This is an optimization exercise on Yosys and OpenROAD, whose aim is small area and few clock cycles per item, not a production implementation. Function was checked by simulation only, so behaviour that the tests miss may differ from the original. Power figures rest on the tool's default switching activity, not on a simulated workload.

--- design.v ---
package mycpu_pkg;
  typedef struct packed {
    logic [5:0]                op;
    logic [5-1:0]  rs;
    logic [5-1:0]  rt;
    logic [5-1:0]  rd;
    logic [5-1:0] shamt;
    logic [5:0]                funct;
  } r_type_t;
  typedef struct packed {
    logic [5:0]               op;
    logic [5-1:0] rs;
    logic [5-1:0] rt;
    logic [15:0]              imm;
  } i_type_t;
  typedef union packed {
    r_type_t r;
    i_type_t i;
  } instr_u;
  typedef enum logic [3:0] {
    alu_add,
    alu_sub,
    alu_and,
    alu_or,
    alu_xor,
    alu_nor,
    alu_slt,
    alu_sltu,
    alu_sll,
    alu_srl,
    alu_sra
  } alu_op_e;
  typedef struct packed {
    logic [32-1:0] pc;
    instr_u                 instr;
  } fetch_t;
  typedef struct packed {
    logic [32-1:0]   pc;
    alu_op_e                  alu_op;
    logic [32-1:0]   src_a;
    logic [32-1:0]   src_b;
    logic [5-1:0] dest;
    logic                     wr;
  } exec_t;
  typedef struct packed {
    logic [32-1:0]   pc;
    logic [4-1:0]  rf_wen;
    logic [5-1:0] rf_wnum;
    logic [32-1:0]   rf_wdata;
  } retire_t;
  typedef struct packed {
    logic                     valid;
    logic [5-1:0] num;
    logic [32-1:0]   data;
  } fwd_t;
endpackage
module reg_file (
  input  logic                     aclk,
  input  logic                     wr_en,
  input  logic [5-1:0] wr_num,
  input  logic [32-1:0]   wr_data,
  input  logic [5-1:0] rs_num,
  input  logic [5-1:0] rt_num,
  output logic [32-1:0]   rs_data,
  output logic [32-1:0]   rt_data
);
  logic [32-1:0] regs [1:(1 << 5)-1];
  function automatic logic [32-1:0] read_port(
    input logic [5-1:0] num
  );
    if (num == '0) read_port = '0;
    else if (wr_en && wr_num == num) read_port = wr_data;
    else read_port = regs[num];
  endfunction
  always_ff @(posedge aclk) begin
    if (wr_en && wr_num != '0) begin
      regs[wr_num] <= wr_data;
    end
  end
  always_comb begin
    rs_data = read_port(rs_num);
    rt_data = read_port(rt_num);
  end
endmodule
module decode_stage (
  input  logic                     aclk,
  input  logic                     rst_n,
  input  logic                     in_valid,
  input  mycpu_pkg::fetch_t        in_item,
  output logic                     allowin,
  output logic                     out_valid,
  output mycpu_pkg::exec_t         out_item,
  input  logic                     out_allowin,
  output logic [5-1:0] rs_num,
  output logic [5-1:0] rt_num,
  input  logic [32-1:0]   rs_data,
  input  logic [32-1:0]   rt_data,
  input  mycpu_pkg::fwd_t          ex_fwd,
  input  mycpu_pkg::fwd_t          rs_fwd
);
  logic                   valid;
  mycpu_pkg::fetch_t      item_q;
  mycpu_pkg::instr_u      w;
  logic [32-1:0] rs_val;
  logic [32-1:0] rt_val;
  logic [32-1:0] imm_sx;
  logic [32-1:0] imm_zx;
  logic [32-1:0] imm_up;
  logic [32-1:0] shamt_zx;
  function automatic logic [32-1:0] pick(
    input logic [5-1:0] num,
    input logic [32-1:0]   rf_val
  );
    if (ex_fwd.valid && ex_fwd.num == num) pick = ex_fwd.data;
    else if (rs_fwd.valid && rs_fwd.num == num) pick = rs_fwd.data;
    else pick = rf_val;
  endfunction
  assign allowin   = !valid || out_allowin;
  assign out_valid = valid;
  always_ff @(posedge aclk) begin
    if (!rst_n) begin
      valid <= 1'b0;
    end else if (allowin) begin
      valid <= in_valid;
    end
  end
  always_ff @(posedge aclk) begin
    if (in_valid && allowin) begin
      item_q <= in_item;
    end
  end
  assign w      = item_q.instr;
  assign rs_num = w.r.rs;
  assign rt_num = w.r.rt;
  always_comb begin
    rs_val = pick(w.r.rs, rs_data);
    rt_val = pick(w.r.rt, rt_data);
  end
  assign imm_sx   = {{(32-16){w.i.imm[15]}}, w.i.imm};
  assign imm_zx   = {{(32-16){1'b0}}, w.i.imm};
  assign imm_up   = {w.i.imm, 16'h0000};
  assign shamt_zx = {{(32-5){1'b0}}, w.r.shamt};
  always_comb begin
    out_item.pc     = item_q.pc;
    out_item.alu_op = mycpu_pkg::alu_add;
    out_item.src_a  = rs_val;
    out_item.src_b  = rt_val;
    out_item.dest   = w.r.rd;
    out_item.wr     = 1'b1;
    if (w.r.op == 6'h00) begin
      case (w.r.funct)
        6'h21: out_item.alu_op = mycpu_pkg::alu_add;
        6'h23: out_item.alu_op = mycpu_pkg::alu_sub;
        6'h24:  out_item.alu_op = mycpu_pkg::alu_and;
        6'h25:   out_item.alu_op = mycpu_pkg::alu_or;
        6'h26:  out_item.alu_op = mycpu_pkg::alu_xor;
        6'h27:  out_item.alu_op = mycpu_pkg::alu_nor;
        6'h2a:  out_item.alu_op = mycpu_pkg::alu_slt;
        6'h2b: out_item.alu_op = mycpu_pkg::alu_sltu;
        6'h00: begin
          out_item.alu_op = mycpu_pkg::alu_sll;
          out_item.src_a  = shamt_zx;
        end
        6'h02: begin
          out_item.alu_op = mycpu_pkg::alu_srl;
          out_item.src_a  = shamt_zx;
        end
        6'h03: begin
          out_item.alu_op = mycpu_pkg::alu_sra;
          out_item.src_a  = shamt_zx;
        end
        default: out_item.wr = 1'b0;
      endcase
    end else begin
      out_item.dest  = w.i.rt;
      out_item.src_b = imm_sx;
      case (w.i.op)
        6'h09: out_item.alu_op = mycpu_pkg::alu_add;
        6'h0a:  out_item.alu_op = mycpu_pkg::alu_slt;
        6'h0b: out_item.alu_op = mycpu_pkg::alu_sltu;
        6'h0c: begin
          out_item.alu_op = mycpu_pkg::alu_and;
          out_item.src_b  = imm_zx;
        end
        6'h0d: begin
          out_item.alu_op = mycpu_pkg::alu_or;
          out_item.src_b  = imm_zx;
        end
        6'h0e: begin
          out_item.alu_op = mycpu_pkg::alu_xor;
          out_item.src_b  = imm_zx;
        end
        6'h0f: begin
          out_item.alu_op = mycpu_pkg::alu_or;
          out_item.src_a  = '0;
          out_item.src_b  = imm_up;
        end
        default: out_item.wr = 1'b0;
      endcase
    end
  end
endmodule
module execute_stage (
  input  logic                aclk,
  input  logic                rst_n,
  input  logic                in_valid,
  input  mycpu_pkg::exec_t    in_item,
  output logic                allowin,
  output logic                out_valid,
  output mycpu_pkg::retire_t  out_item,
  input  logic                out_allowin,
  output mycpu_pkg::fwd_t     fwd
);
  logic                      valid;
  mycpu_pkg::exec_t          ex_q;
  logic [32-1:0]    res;
  logic [5-1:0] sa;
  logic                      writes;
  assign allowin   = !valid || out_allowin;
  assign out_valid = valid;
  always_ff @(posedge aclk) begin
    if (!rst_n) begin
      valid <= 1'b0;
    end else if (allowin) begin
      valid <= in_valid;
    end
  end
  always_ff @(posedge aclk) begin
    if (in_valid && allowin) begin
      ex_q <= in_item;
    end
  end
  assign sa = ex_q.src_a[5-1:0];
  always_comb begin
    case (ex_q.alu_op)
      mycpu_pkg::alu_add:  res = ex_q.src_a + ex_q.src_b;
      mycpu_pkg::alu_sub:  res = ex_q.src_a - ex_q.src_b;
      mycpu_pkg::alu_and:  res = ex_q.src_a & ex_q.src_b;
      mycpu_pkg::alu_or:   res = ex_q.src_a | ex_q.src_b;
      mycpu_pkg::alu_xor:  res = ex_q.src_a ^ ex_q.src_b;
      mycpu_pkg::alu_nor:  res = ~(ex_q.src_a | ex_q.src_b);
      mycpu_pkg::alu_slt:
        res = {{(32-1){1'b0}}, $signed(ex_q.src_a) < $signed(ex_q.src_b)};
      mycpu_pkg::alu_sltu:
        res = {{(32-1){1'b0}}, ex_q.src_a < ex_q.src_b};
      mycpu_pkg::alu_sll:  res = ex_q.src_b << sa;
      mycpu_pkg::alu_srl:  res = ex_q.src_b >> sa;
      mycpu_pkg::alu_sra:  res = $signed(ex_q.src_b) >>> sa;
      default:             res = '0;
    endcase
  end
  assign writes = ex_q.wr && ex_q.dest != '0;
  always_comb begin
    out_item.pc       = ex_q.pc;
    out_item.rf_wen   = writes ? '1 : '0;
    out_item.rf_wnum  = ex_q.dest;
    out_item.rf_wdata = res;
  end
  assign fwd.valid = valid && writes;
  assign fwd.num   = ex_q.dest;
  assign fwd.data  = res;
endmodule
module result_stage (
  input  logic                aclk,
  input  logic                rst_n,
  input  logic                in_valid,
  input  mycpu_pkg::retire_t  in_item,
  output logic                allowin,
  output logic                retire_valid,
  output mycpu_pkg::retire_t  retire,
  input  logic                retire_ready,
  output mycpu_pkg::fwd_t     fwd,
  output logic                wr_en
);
  logic valid;
  assign allowin      = !valid || retire_ready;
  assign retire_valid = valid;
  always_ff @(posedge aclk) begin
    if (!rst_n) begin
      valid <= 1'b0;
    end else if (allowin) begin
      valid <= in_valid;
    end
  end
  always_ff @(posedge aclk) begin
    if (in_valid && allowin) begin
      retire <= in_item;
    end
  end
  assign wr_en = valid && retire_ready && (|retire.rf_wen);
  assign fwd.valid = valid && (|retire.rf_wen);
  assign fwd.num   = retire.rf_wnum;
  assign fwd.data  = retire.rf_wdata;
endmodule
module mycpu_top (
  input  logic        aclk,
  input  logic        rst_n,
  input  logic        inst_valid,
  input  logic [31:0] inst_pc,
  input  logic [31:0] inst_instr,
  output logic        inst_allowin,
  output logic        retire_valid,
  output logic [31:0] retire_pc,
  output logic [3:0]  retire_wen,
  output logic [4:0]  retire_wnum,
  output logic [31:0] retire_wdata,
  input  logic        retire_ready
);
  mycpu_pkg::fetch_t  inst;
  mycpu_pkg::retire_t retire;
  assign inst.pc       = inst_pc;
  assign inst.instr    = inst_instr;
  assign retire_pc     = retire.pc;
  assign retire_wen    = retire.rf_wen;
  assign retire_wnum   = retire.rf_wnum;
  assign retire_wdata  = retire.rf_wdata;
  mycpu_pkg::exec_t   de_item;
  mycpu_pkg::retire_t ex_item;
  mycpu_pkg::fwd_t    ex_fwd;
  mycpu_pkg::fwd_t    rs_fwd;
  logic               de_valid;
  logic               ex_valid;
  logic               ex_allowin;
  logic               rs_allowin;
  logic               rf_wr_en;
  logic [4:0]         rs_num;
  logic [4:0]         rt_num;
  logic [31:0]        rs_data;
  logic [31:0]        rt_data;
  decode_stage u_decode (
    .aclk        (aclk),
    .rst_n       (rst_n),
    .in_valid    (inst_valid),
    .in_item     (inst),
    .allowin     (inst_allowin),
    .out_valid   (de_valid),
    .out_item    (de_item),
    .out_allowin (ex_allowin),
    .rs_num      (rs_num),
    .rt_num      (rt_num),
    .rs_data     (rs_data),
    .rt_data     (rt_data),
    .ex_fwd      (ex_fwd),
    .rs_fwd      (rs_fwd)
  );
  execute_stage u_execute (
    .aclk        (aclk),
    .rst_n       (rst_n),
    .in_valid    (de_valid),
    .in_item     (de_item),
    .allowin     (ex_allowin),
    .out_valid   (ex_valid),
    .out_item    (ex_item),
    .out_allowin (rs_allowin),
    .fwd         (ex_fwd)
  );
  result_stage u_result (
    .aclk         (aclk),
    .rst_n        (rst_n),
    .in_valid     (ex_valid),
    .in_item      (ex_item),
    .allowin      (rs_allowin),
    .retire_valid (retire_valid),
    .retire       (retire),
    .retire_ready (retire_ready),
    .fwd          (rs_fwd),
    .wr_en        (rf_wr_en)
  );
  reg_file u_reg_file (
    .aclk    (aclk),
    .wr_en   (rf_wr_en),
    .wr_num  (retire.rf_wnum),
    .wr_data (retire.rf_wdata),
    .rs_num  (rs_num),
    .rt_num  (rt_num),
    .rs_data (rs_data),
    .rt_data (rt_data)
  );
endmodule
--- run.sh ---
#!/bin/bash
# synth_recipe.tcl (not shown) runs the flow's synth.tcl, then flattens the netlist and writes it again
# the make line also repeats each setting of config.mk as NAME=value (left out here)
make -C /OpenROAD-flow-scripts/flow DESIGN_CONFIG=/design/flow/config.mk WORK_HOME=/design/flow/orfs CLKGATE_MAP_FILE= SYNTH_SCRIPT=/design/flow/synth_recipe.tcl finish
--- config.mk ---
export PLATFORM = sky130hd
export DESIGN_NAME = mycpu_top
export DESIGN_NICKNAME = mycpu_top
export VERILOG_FILES = /design/flow/design.v
export SDC_FILE = /design/flow/constraint.sdc
export NUM_CORES = 4
export LEC_CHECK = 0
export CAP_MARGIN = 20
export CORE_MARGIN = 2
export CORE_UTILIZATION = 40
export SLEW_MARGIN = 20
--- constraint.sdc ---
create_clock -name core_clock -period 6.0 [get_ports {aclk}]
set_input_delay 1.2000 -clock core_clock [delete_from_list [all_inputs] [get_ports {aclk}]]
set_output_delay 1.2000 -clock core_clock [all_outputs]
set_load 0.01 [all_outputs]
==> results.py <==
metrics = {
    "pwr": {
        "ir_drop_mv": 0.2723,
        "p_seq_frac": 0.461,
        "power_switching_mw": 5.736,
        "power_density_nw_per_um2": 293.3,
        "intPower_mw": 15.86,
        "p_clk_frac": 0.385,
        "swShare": 0.2656,
        "p_leak_nw": 24.09,
        "pwr-share-comb": 0.154,
    },
    "critical_path": {
        "startpoint_type": "register",
        "reg2reg_setup_slack_ps": 1210,
        "reg2reg_from": "u_execute.ex_q[38]",
        "r2r-end": "u_execute.ex_q[68]",
        "cp-end-kind": "register",
        "crit_path_max_fanout": 77,
        "startpoint": "u_execute.ex_q[38]",
        "cp.arrival_ps": 5290,
        "endpoint": "u_execute.ex_q[68]",
        "required_ps": 6500,
        "path_class": "reg -> reg",
        "path_common_cell": "a211oi_1",
        "r2r_cells": 13,
        "crit_family": "compound AO/OA/AOI/OAI gates",
        "critPathBufInv": 1,
        "cp_slowest_stage_delay_ps": 650,
        "cpMaxStageDelayCell": "a2111oi_2",
        "worstSetupPathDepth": 13,
        "crit_chain": "buf_12 -> ha_1 -> fa_1 -> a211oi_1 -> o41a_1 -> a2111o_1 -> a2111oi_2 -> o2111ai_1 -> o311a_1 -> nand2_1 -> o211ai_1 -> a211oi_2 -> a211oi_1",
    },
    "clock_tree": {
        "cts_hold_buf": 0,
        "cts-root-buf": "clkbuf_16",
        "clkTransAtPathRegs_ps": 60,
        "h-tree-depth": 4,
        "cts_resized": 0,
        "cts_buffers": 136,
        "cts_buffer_depth": 3,
        "post_cts_buffers": 0,
        "clkLatencyLatePin_ps": 790,
        "clock-sinks": 1245,
        "cts_tree": "done",
    },
    "floorplanning": {
        "dieWidth_um": 405.6,
        "ios": 143,
        "rows": 147,
        "dieHeight_um": 405.6,
        "core-area_um2": 160400,
        "die-area_um2": 164500,
        "initial_core_util": 0.4022,
    },
    "yosys": {
        "syn_avg_cell_area_um2": 15.80,
        "synth_warnings": 4,
        "synth_area_um2": 64500,
        "synth_cells": 4083,
        "ys_ff_latch": 1245,
        "synth_top_area_frac": 0.5735,
        "ys.flop_type": "edfxtp_1",
        "synth.distinct_cells": 88,
        "async_reset_ff_frac": 0,
        "yosys.area.top_type": "edfxtp_1",
        "ys_seq_area_frac": 0.5776,
        "synth_edf_count": 1232,
        "ys_top_cells_by_area": "edfxtp_1 57%, mux4_2 22%, mux2i_1 2.7%",
        "synthesis.nets": 4249,
    },
    "finish": {
        "insertedDiodeCount": 0,
        "drive_above_1_share": 0.2517,
        "multi_input_area_um2": 25920,
        "syn_to_final_growth_pct": 14.14,
        "final_nets": 4388,
        "final_common_cell": "edfxtp_1",
        "regArea_um2": 37290,
        "stdcell_area_um2": 73630,
        "fillers": 13920,
        "layout_common_cells": "1,232 x edfxtp_1, 627 x mux4_2, 301 x nor2_1",
    },
    "sta": {
        "worst_slack_ps": 1213,
        "rsz0062_at_grt": "false",
        "fmax_mhz": 208.9,
        "hold_viol": 0,
        "fin_crit_sh": 0.7979,
        "setup_tns_ps": 0,
        "setup_viol": 0,
        "skew_ps": 41.00,
        "slew_headroom": 0.2433,
        "period_minus_slack_ps": 4787,
        "worst_slew_pin_slew_ps": 1123,
        "whs_ps": 414.2,
        "final_max_slew_viol_count": 0,
    },
    "placement": {
        "pre_cts_slack_ps": 1302,
        "routabilityCongestion": 0.9862,
        "place_area_um2": 69290,
        "post-dp-hpwl_um": 140900,
        "port_buffers": 142,
    },
    "global_route": {
        "grt_pass1_vias": 40320,
        "grt_util_all_layers": 0.2553,
        "antenna_found_initial": 5,
        "grt_max_degree": 85,
        "overflow": 0,
        "grt_pass1_wl_um": 300100,
    },
    "run": {
        "drv_cap": 0,
    },
    "drt": {
        "ant_nets": 0,
        "finalWirelength_um": 211300,
        "wl_met2_um": 98980,
        "wl_met3_um": 18250,
        "initialDrtViolationCount": 5269,
        "wl_per_cell_um": 32.57,
        "drt-pass1-iter-count": 6,
        "top_layer": "met5",
        "drc": 0,
        "met1_length_um": 86130,
        "via_per_inst": 6.364,
        "num_vias": 41280,
    },
    "min_path": {
        "hp-class": "reg -> reg",
    },
    "status": {
        "status": "complete, no violations",
    },
}
[layout make-up]
cell class / instances / share of cell area
sequential: 1245 / 0.5065
timing repair buffer: 308 / 0.03980
clock inverter: 69 / 0.01026
multi-input combinational: 2414 / 0.3521
tap: 2160 / 0.03671
inverter: 117 / 0.005965
clock buffer: 173 / 0.04869
[metal layers]
| layer | vias up | GRT usage |
|---|---|---|
| li1 | 17040 | - |
| met1 | 21740 | 0.3582 |
| met2 | 2136 | 0.3984 |
| met3 | 362 | 0.04974 |
| met4 | 2 | 0.08870 |
| met5 | - | 0 |
[synthesized netlist by cell type (19+ instances only)]
master,n
nand2_1,184
mux4_2,627
clkbuf_1,196
buf_1,81
nor2b_1,21
edfxtp_1,1232
buf_2,20
ha_1,96
nand2b_1,19
a211oi_1,65
mux2_2,30
o21ai_0,149
o211ai_1,34
a21oi_1,233
nand3_1,43
nor2_1,332
inv_1,113
xnor2_1,19
nor3_1,47
mux2i_1,173
[state kept, by name, summed over array words and instances, names as in the netlist, named ones only]
name and count:
u_decode.item_q 64, u_reg_file.regs 992, u_result.retire 70, u_execute.valid 1, u_decode.valid 1, u_result.valid 1
u_execute.ex_q 106
[how the worst min path moves through the flow]
| stage | startpoint | end | slack, ps | cells past startpoint |
|---|---|---|---|---|
| 2_1_floorplan | u_decode.item_q[58] | u_execute.ex_q[100] | 400 | 0 |
| 3_3_place_gp | u_execute.ex_q[85] | u_result.retire[52] | 400 | 0 |
| 3_5_place_dp | u_decode.item_q[56] | u_execute.ex_q[98] | 400 | 0 |
| 4_1_cts | u_execute.ex_q[96] | u_result.retire[63] | 410 | 0 |
| 5_1_grt | u_decode.item_q[57] | u_execute.ex_q[99] | 420 | 0 |
| 6_report | u_execute.ex_q[96] | u_result.retire[63] | 410 | 0 |
[through the flow]
step,utilization,power (mW),instances
finish,0.4591,21.59,6486
global route,0.4591,22.22,6486
CTS,0.4591,21.66,6486
floorplan,-,12.19,4083
global placement,0.4311,13.41,6237
detailed placement,0.4320,13.42,6244
[logic make-up (layout without fill, tap and decap cells)]
logic type | count (synthesis) | count (layout) | share of synthesized area
mux | 830 | 830 | 0.2510
fa+ha+maj | 98 | 98 | 0.01924
compound gates | 725 | 725 | 0.07258
simple gates | 736 | 736 | 0.05059
buf+inv | 424 | 667 | 0.02562
flops | 1245 | 1245 | 0.5776
xor+xnor | 25 | 25 | 0.003394
[power by group through the flow]
stage	combinational (mW)	sequential [mW]	clock, mW
global route	3.52	9.97	8.74
CTS	3.29	9.95	8.41
global placement	3.27	10.1	0
finish	3.33	9.96	8.30
detailed placement	3.28	10.1	0
floorplan	2.20	9.99	0
[worst register-to-register path, delay by kind of cell, from the launching register on]
kind | cells | cell delay, ps
AOI/OAI and AO/OA | 9 | 2990
buffers and inverters | 1 | 400
adders and majority gates | 2 | 650
DFF | 1 | 390
and+or+nand+nor | 1 | 70
Testbench counts, summed over its fixed seeds: cycles 16,024, items 16,000.

-- static timing again, ports no longer ideal --
No port has a modelled driver above. Below, the same layout with a new extraction and two added sets of constraints. Step 1: set_driving_cell puts a clkbuf_16 on aclk and a buf_2 on each other input, an assumption about the parent block. Step 2 adds t to the input delays and takes it off the output delays; t is the mean of the earliest and latest rising clock arrival at the registers after step 1. Input paths then give back, and output paths get back, about the clock's delay inside the block. Three values: ideal ports, drivers, drivers and shift; two values: the first two.
shift t [ns]: 0.851
setup WS [ns]: 1.213 / 1.213 / 1.213
clock arrival spread, ns: 0.041 / 0.041
pins driven straight from the clock port: 1
After both steps this run still meets setup and hold. For this run, drivers alone change the setup slack by 0.000 ns; drivers and shift together by 0.000 ns.
